Background: an optimization exercise with open tools, aiming at small area, a short achievable clock period and few clock cycles per item. Do not read the settings as production practice. The RTL was checked by simulation tests, not by an equivalence proof against the original design.

==> flow/design.v <==
package ppf_pkg;
  localparam int ADC_BITS   = 12;
  localparam int PCT_W      = 15;
  localparam int CNT_W      = 8;
  localparam int ALPHA_W    = 16;
  localparam int CFG_W      = 16;
  localparam int STEP_W     = 4;
  localparam int MUL_DIGITS = ALPHA_W / 2;
  localparam logic [PCT_W-1:0]   FULL_PCT  = 15'd25600;
  localparam logic [ALPHA_W-1:0] ALPHA_ONE = 16'd32768;
  localparam logic [CNT_W-1:0]   COUNT_MAX = 8'hFF;
  localparam logic [STEP_W-1:0] DIV_LAST = STEP_W'(PCT_W - 1);
  localparam logic [STEP_W-1:0] MUL_LAST = STEP_W'(MUL_DIGITS - 1);
  typedef enum logic [2:0] {
    REG_ADC_LOW,
    REG_ADC_HIGH,
    REG_TOLERANCE,
    REG_DEBOUNCE,
    REG_FLOOR,
    REG_CEILING,
    REG_ALPHA,
    REG_RISE
  } reg_index_t;
  typedef enum logic [2:0] {
    ST_IDLE,
    ST_CHECK,
    ST_LOAD,
    ST_DIV,
    ST_EMA,
    ST_MUL,
    ST_ACC,
    ST_FIN
  } state_t;
  typedef struct packed {
    logic [ADC_BITS-1:0] sample_a;
    logic [ADC_BITS-1:0] sample_b;
  } sample_t;
  typedef struct packed {
    logic [PCT_W-1:0] demand_percent;
    logic [PCT_W-1:0] filtered_percent;
    logic [PCT_W-1:0] converted_percent;
    logic             plausible;
    logic             contradiction;
    logic             rate_clamped;
  } result_t;
endpackage
import ppf_pkg::*;
module pedal_plausibility_filter (
  input  logic                 clk,
  input  logic                 rst,
  input  logic                 sample_valid,
  output logic                 sample_ready,
  input  ppf_pkg::sample_t     sample,
  output logic                 result_valid,
  input  logic                 result_ready,
  output ppf_pkg::result_t     result,
  input  logic                 cfg_valid,
  output logic                 cfg_ready,
  input  ppf_pkg::reg_index_t  cfg_index,
  input  logic [ppf_pkg::CFG_W-1:0] cfg_data
);
  localparam int NS = 6;
  localparam logic [NS*4-1:0] STEPS = {4'd2, 4'd3, 4'd3, 4'd3, 4'd3, 4'd1};
  localparam int TW = PCT_W;                
  localparam int WW = ADC_BITS + TW;        
  localparam logic [1:0] K_PLAUS = 2'd0;    
  localparam logic [1:0] K_FAULT = 2'd1;    
  localparam logic [1:0] K_DIS   = 2'd2;    
  localparam logic [1:0] K_CONTR = 2'd3;    
  logic [ADC_BITS-1:0] cfg_low;
  logic [ADC_BITS-1:0] cfg_high;
  logic [ADC_BITS-1:0] cfg_tol;
  logic [CNT_W-1:0]    cfg_debounce;
  logic [ADC_BITS-1:0] cfg_floor;
  logic [ADC_BITS-1:0] cfg_ceil;
  logic [ALPHA_W-1:0]  cfg_alpha;
  logic [PCT_W-1:0]    cfg_rise;
  assign cfg_ready = !rst;
  always_ff @(posedge clk) begin
    if (rst) begin
      cfg_low      <= '0;
      cfg_high     <= 12'd4095;
      cfg_tol      <= 12'd100;
      cfg_debounce <= 8'd3;
      cfg_floor    <= '0;
      cfg_ceil     <= 12'd4095;
      cfg_alpha    <= 16'd8192;
      cfg_rise     <= 15'd512;
    end else if (cfg_valid) begin
      unique case (cfg_index)
        REG_ADC_LOW:   cfg_low      <= cfg_data[ADC_BITS-1:0];
        REG_ADC_HIGH:  cfg_high     <= cfg_data[ADC_BITS-1:0];
        REG_TOLERANCE: cfg_tol      <= cfg_data[ADC_BITS-1:0];
        REG_DEBOUNCE:  cfg_debounce <= cfg_data[CNT_W-1:0];
        REG_FLOOR:     cfg_floor    <= cfg_data[ADC_BITS-1:0];
        REG_CEILING:   cfg_ceil     <= cfg_data[ADC_BITS-1:0];
        REG_ALPHA:     cfg_alpha    <= cfg_data[ALPHA_W-1:0];
        REG_RISE:      cfg_rise     <= cfg_data[PCT_W-1:0];
      endcase
    end
  end
  logic [ADC_BITS-1:0] span, den;
  logic [ADC_BITS-1:0] den_r;
  assign span = cfg_high - cfg_low;
  assign den  = (span == '0) ? ADC_BITS'(1) : span;
  always_ff @(posedge clk) begin
    den_r  <= den;
  end
  function automatic logic [WW-1:0] div_step(input logic [WW-1:0] w,
                                             input logic [ADC_BITS-1:0] d);
    logic [ADC_BITS:0]   t;
    logic [ADC_BITS+1:0] s1;
    t  = {w[WW-1:TW], w[TW-1]};
    s1 = {1'b0, t} - {2'b0, d};
    if (!s1[ADC_BITS+1])
      div_step = {s1[ADC_BITS-1:0], w[TW-2:0], 1'b1};
    else
      div_step = {t[ADC_BITS-1:0], w[TW-2:0], 1'b0};
  endfunction
  function automatic logic [WW-1:0] live_mask(input int k);
    live_mask = '1;
    for (int p = 0; p < TW; p++)
      if (p >= k && p <= k + 7) live_mask[p] = 1'b0;
  endfunction
  function automatic int steps_of(input int s);
    steps_of = int'(STEPS[s*4 +: 4]);
  endfunction
  function automatic int steps_before(input int s);
    steps_before = 0;
    for (int i = 0; i < s; i++) steps_before += steps_of(i);
  endfunction
  logic adv, take;
  assign adv          = !result_valid || result_ready;
  assign sample_ready = !rst && adv;
  assign take         = sample_valid && sample_ready;
  logic [ADC_BITS-1:0] sa, sb;
  logic [ADC_BITS:0]   sum_ab;
  logic [ADC_BITS-1:0] avg, diff, x_off, x_div;
  logic                disagree, range_fault, at_low, at_high, contra_now;
  logic [CNT_W-1:0]    disagree_count, count_inc;
  logic [1:0]          kind0;
  assign sa          = sample.sample_a;
  assign sb          = sample.sample_b;
  assign sum_ab      = {1'b0, sa} + {1'b0, sb};
  assign avg         = sum_ab[ADC_BITS:1];
  assign diff        = (sa >= sb) ? (sa - sb) : (sb - sa);
  assign disagree    = diff > cfg_tol;
  assign range_fault = (avg < cfg_floor) || (avg > cfg_ceil);
  assign at_low      = avg <= cfg_low;
  assign at_high     = avg >= cfg_high;
  assign count_inc   = (disagree_count == COUNT_MAX) ? disagree_count
                                                     : disagree_count + 1'b1;
  assign contra_now  = count_inc >= cfg_debounce;
  assign x_off       = avg - cfg_low;
  assign x_div       = at_low ? '0 : at_high ? den : x_off;
  assign kind0       = disagree    ? (contra_now ? K_CONTR : K_DIS)
                     : range_fault ? K_FAULT : K_PLAUS;
  always_ff @(posedge clk) begin
    if (rst) begin
      disagree_count <= '0;
    end else if (take) begin
      disagree_count <= disagree ? count_inc : '0;
    end
  end
  logic [ADC_BITS-1:0] x_1;
  logic [1:0]          kind_1;
  logic                v_1;
  always_ff @(posedge clk) begin
    if (rst) v_1 <= 1'b0;
    else if (adv) v_1 <= take;
  end
  always_ff @(posedge clk) begin
    if (adv) begin
      x_1    <= x_div;
      kind_1 <= kind0;
    end
  end
  logic [ADC_BITS+6:0]   x100;
  assign x100 = {1'b0, x_1, 6'b0} + {2'b0, x_1, 5'b0} + {5'b0, x_1, 2'b0};
  logic [NS-1:0][WW-1:0] w_in, w_out;
  logic [NS-1:0][1:0]    k_in;
  logic [NS-1:0]         v_in;
  assign w_in[0] = {x100, 8'b0};
  assign k_in[0] = kind_1;
  assign v_in[0] = v_1;
  for (genvar s = 0; s < NS; s++) begin : g_div
    always_comb begin
      w_out[s] = w_in[s] & live_mask(steps_before(s));
      for (int i = 0; i < steps_of(s); i++)
        w_out[s] = div_step(w_out[s], den_r);
    end
    if (s + 1 < NS) begin : g_reg
      always_ff @(posedge clk) begin
        if (rst) v_in[s+1] <= 1'b0;
        else if (adv) v_in[s+1] <= v_in[s];
      end
      always_ff @(posedge clk) begin
        if (adv) begin
          w_in[s+1] <= w_out[s];
          k_in[s+1] <= k_in[s];
        end
      end
    end
  end
  logic [PCT_W-1:0] pct_f;
  logic [1:0]       kind_f;
  logic             v_f;
  always_ff @(posedge clk) begin
    if (rst) v_f <= 1'b0;
    else if (adv) v_f <= v_in[NS-1];
  end
  always_ff @(posedge clk) begin
    if (adv) begin
      pct_f  <= w_out[NS-1][PCT_W-1:0];
      kind_f <= k_in[NS-1];
    end
  end
  localparam int MW = 2 * PCT_W;            
  localparam int ND = 8;                    
  logic [PCT_W-1:0] ema_value, conv_value, demand_value;
  logic             ema_seeded;
  logic [1:0]       kind_r;
  logic [PCT_W-1:0] gap;
  logic             rising, use_mul;
  logic [PCT_W:0]   a_ext;                  
  logic [ND-1:0]    negs;
  logic [ND-1:0][MW-1:0] rows;
  logic [MW-1:0]    msum;
  logic [PCT_W-1:0] ema_next;
  assign gap     = pct_f - ema_value;
  assign rising  = pct_f >= ema_value;
  assign use_mul = ema_seeded && rising && !cfg_alpha[ALPHA_W-1];
  assign a_ext   = {cfg_alpha[PCT_W-1:0], 1'b0};
  always_comb begin
    for (int j = 0; j < ND; j++) begin
      logic [2:0]     dg;
      logic           one, two;
      logic [PCT_W:0] mag, u;
      dg      = (j == ND - 1) ? {1'b0, a_ext[2*j+1 -: 2]} : a_ext[2*j+2 -: 3];
      negs[j] = dg[2] && !(dg[1] && dg[0]);
      one     = dg[1] ^ dg[0];
      two     = (dg == 3'b011) || (dg == 3'b100);
      mag     = one ? {1'b0, gap} : two ? {gap, 1'b0} : '0;
      u       = mag ^ {(PCT_W+1){negs[j]}};
      if (j == 0)
        rows[j] = MW'({!negs[j], negs[j], negs[j], u});
      else if (j < ND - 1)
        rows[j] = MW'({1'b1, !negs[j], u, 1'b0, negs[j-1]} << (2 * j - 2));
      else
        rows[j] = MW'({u, 1'b0, negs[j-1]} << (2 * j - 2));
    end
  end
  assign msum = rows[0] + rows[1] + rows[2] + rows[3] + rows[4] + rows[5]
              + rows[6] + rows[7] + {ema_value, {PCT_W{1'b0}}};
  assign ema_next = use_mul ? msum[MW-1:PCT_W] : pct_f;
  always_ff @(posedge clk) begin
    if (rst) begin
      result_valid <= 1'b0;
      ema_value    <= '0;
      conv_value   <= '0;
      ema_seeded   <= 1'b0;
      kind_r       <= K_FAULT;
    end else if (adv) begin
      result_valid <= v_f;
      if (v_f) begin
        kind_r <= kind_f;
        if (kind_f == K_FAULT) begin
          ema_value  <= '0;
          conv_value <= '0;
          ema_seeded <= 1'b0;
        end else if (kind_f == K_PLAUS) begin
          ema_value  <= ema_next;
          conv_value <= pct_f;
          ema_seeded <= 1'b1;
        end
      end
    end
  end
  logic [PCT_W:0]   rise_top;
  logic             clamp;
  logic [PCT_W-1:0] demand_out;
  assign rise_top   = {1'b0, demand_value} + {1'b0, cfg_rise};
  assign clamp      = (kind_r == K_PLAUS) && ({1'b0, ema_value} > rise_top);
  assign demand_out = (kind_r == K_FAULT || kind_r == K_CONTR) ? '0
                    : (kind_r == K_DIS)                         ? demand_value
                    : clamp                                     ? rise_top[PCT_W-1:0]
                                                                : ema_value;
  always_ff @(posedge clk) begin
    if (rst) begin
      demand_value <= '0;
    end else if (result_valid && result_ready) begin
      demand_value <= demand_out;
    end
  end
  assign result.demand_percent    = demand_out;
  assign result.filtered_percent  = ema_value;
  assign result.converted_percent = conv_value;
  assign result.plausible         = (kind_r == K_PLAUS) || (kind_r == K_DIS);
  assign result.contradiction     = (kind_r == K_CONTR);
  assign result.rate_clamped      = clamp;
endmodule
Settings: LEC_CHECK=0, ABC_AREA=1, CAP_MARGIN=20, CORE_MARGIN=2, CORE_UTILIZATION=50, PLACE_DENSITY=0.65, SETUP_SLACK_MARGIN=0.5, SLEW_MARGIN=20; clock period 7.0 ns.
run.sh (not shown) runs the stock make flow with config.mk's settings and CLKGATE_MAP_FILE= SYNTH_SCRIPT=/design/flow/synth_recipe.tcl, a recipe that flattens the netlist after the stock synthesis.
Testbench counts at the start, summed over its fixed seeds: cycles 1,664, items 1,600.
Next try:
--- a/flow/design.v
+++ b/flow/design.v
@@ -220,38 +220,45 @@
   logic [PCT_W-1:0] ema_value, conv_value, demand_value;
   logic             ema_seeded;
   logic [1:0]       kind_r;
-  logic [PCT_W-1:0] gap;
   logic             rising, use_mul;
-  logic [PCT_W:0]   a_ext;                  
   logic [ND-1:0]    negs;
   logic [ND-1:0][MW-1:0] rows;
   logic [MW-1:0]    msum;
   logic [PCT_W-1:0] ema_next;
-  assign gap     = pct_f - ema_value;
+  logic [PCT_W+1:0] a3_r;                   
   assign rising  = pct_f >= ema_value;
   assign use_mul = ema_seeded && rising && !cfg_alpha[ALPHA_W-1];
-  assign a_ext   = {cfg_alpha[PCT_W-1:0], 1'b0};
+  always_ff @(posedge clk) a3_r <= {2'b0, cfg_alpha[PCT_W-1:0]} + {1'b0, cfg_alpha[PCT_W-1:0], 1'b0};
   always_comb begin
     for (int j = 0; j < ND; j++) begin
-      logic [2:0]     dg;
-      logic           one, two;
-      logic [PCT_W:0] mag, u;
-      dg      = (j == ND - 1) ? {1'b0, a_ext[2*j+1 -: 2]} : a_ext[2*j+2 -: 3];
-      negs[j] = dg[2] && !(dg[1] && dg[0]);
-      one     = dg[1] ^ dg[0];
-      two     = (dg == 3'b011) || (dg == 3'b100);
-      mag     = one ? {1'b0, gap} : two ? {gap, 1'b0} : '0;
-      u       = mag ^ {(PCT_W+1){negs[j]}};
+      logic [3:0]     pe;
+      logic [2:0]     mag;                  
+      logic [PCT_W+2:0] m, u;
+      pe = (j == ND - 1) ? {1'b0, pct_f[2*j], 1'b0, ema_value[2*j]}
+                         : {pct_f[2*j+1 -: 2], ema_value[2*j+1 -: 2]};
+      unique case (pe)
+        4'b0100, 4'b1001, 4'b1110: {negs[j], mag} = {1'b0, 3'b001};
+        4'b0001, 4'b0110, 4'b1011: {negs[j], mag} = {1'b1, 3'b001};
+        4'b1000, 4'b1101:          {negs[j], mag} = {1'b0, 3'b010};
+        4'b0010, 4'b0111:          {negs[j], mag} = {1'b1, 3'b010};
+        4'b1100:                   {negs[j], mag} = {1'b0, 3'b100};
+        4'b0011:                   {negs[j], mag} = {1'b1, 3'b100};
+        default:                   {negs[j], mag} = {1'b0, 3'b000};
+      endcase
+      m = ({(PCT_W+3){mag[0]}} & {3'b0, cfg_alpha[PCT_W-1:0]})
+        | ({(PCT_W+3){mag[1]}} & {2'b0, cfg_alpha[PCT_W-1:0], 1'b0})
+        | ({(PCT_W+3){mag[2]}} & {1'b0, a3_r});
+      u = m ^ {(PCT_W+3){negs[j]}};
       if (j == 0)
-        rows[j] = MW'({!negs[j], negs[j], negs[j], u});
-      else if (j < ND - 1)
-        rows[j] = MW'({1'b1, !negs[j], u, 1'b0, negs[j-1]} << (2 * j - 2));
+        rows[j] = MW'({!negs[j], negs[j], negs[j], u[PCT_W+1:0]});
+      else if (j <= 5)
+        rows[j] = MW'({1'b1, !negs[j], u[PCT_W+1:0], 1'b0, negs[j-1]} << (2 * j - 2));
       else
-        rows[j] = MW'({u, 1'b0, negs[j-1]} << (2 * j - 2));
+        rows[j] = MW'({!negs[j], u[PCT_W+1:0], 1'b0, negs[j-1]} << (2 * j - 2));
     end
   end
   assign msum = rows[0] + rows[1] + rows[2] + rows[3] + rows[4] + rows[5]
-              + rows[6] + rows[7] + {ema_value, {PCT_W{1'b0}}};
+              + rows[6] + rows[7] + {ema_value, {(PCT_W-1){1'b0}}, negs[ND-1]};
   assign ema_next = use_mul ? msum[MW-1:PCT_W] : pct_f;
   always_ff @(posedge clk) begin
     if (rst) begin
=> The changed run completed with no timing, DRC or antenna violations; final area climbs slightly; first-iteration DRC count rose slightly; die area is higher slightly; wire length went up by a few percent; worst hold slack loses 0.0093 ns; non-clock buffer count stays the same; worst setup slack gets better by 0.057 ns; cell count goes up by a few percent; global-route usage increases by 0.47 points; sequential share of layout area went up by 0.58 points; clock skew falls by 0.024 ns.
Testbench counts after the change, summed over its fixed seeds: cycles 1,664, items 1,600.

re-timing with driven ports:
In the flow no input, the clock included, has a driving cell. The finished layouts below were timed again as built, in two steps.
Step 1 assumes that a clkbuf_16 drives the clock port and a buf_2 every other input.
Step 2 also shifts input and output timing later by t, the mid clock arrival at the registers, as if the neighbouring blocks saw the same clock.
Three values: ideal ports, drivers, drivers and shift; two values: the first two.
run | t (ns) | setup WS [ns] | worst setup path at the end | pins driven straight from the clock port
the first run | 0.627 | 0.736 / 0.736 / 0.736 | register to register | 1
the second run | 0.636 | 0.793 / 0.793 / 0.625 | input to register | 1
After both steps setup and hold are still met in every run listed. The setup slack of the second run, which loses most, moves by 0.000 ns with the drivers and by -0.168 ns with both steps.
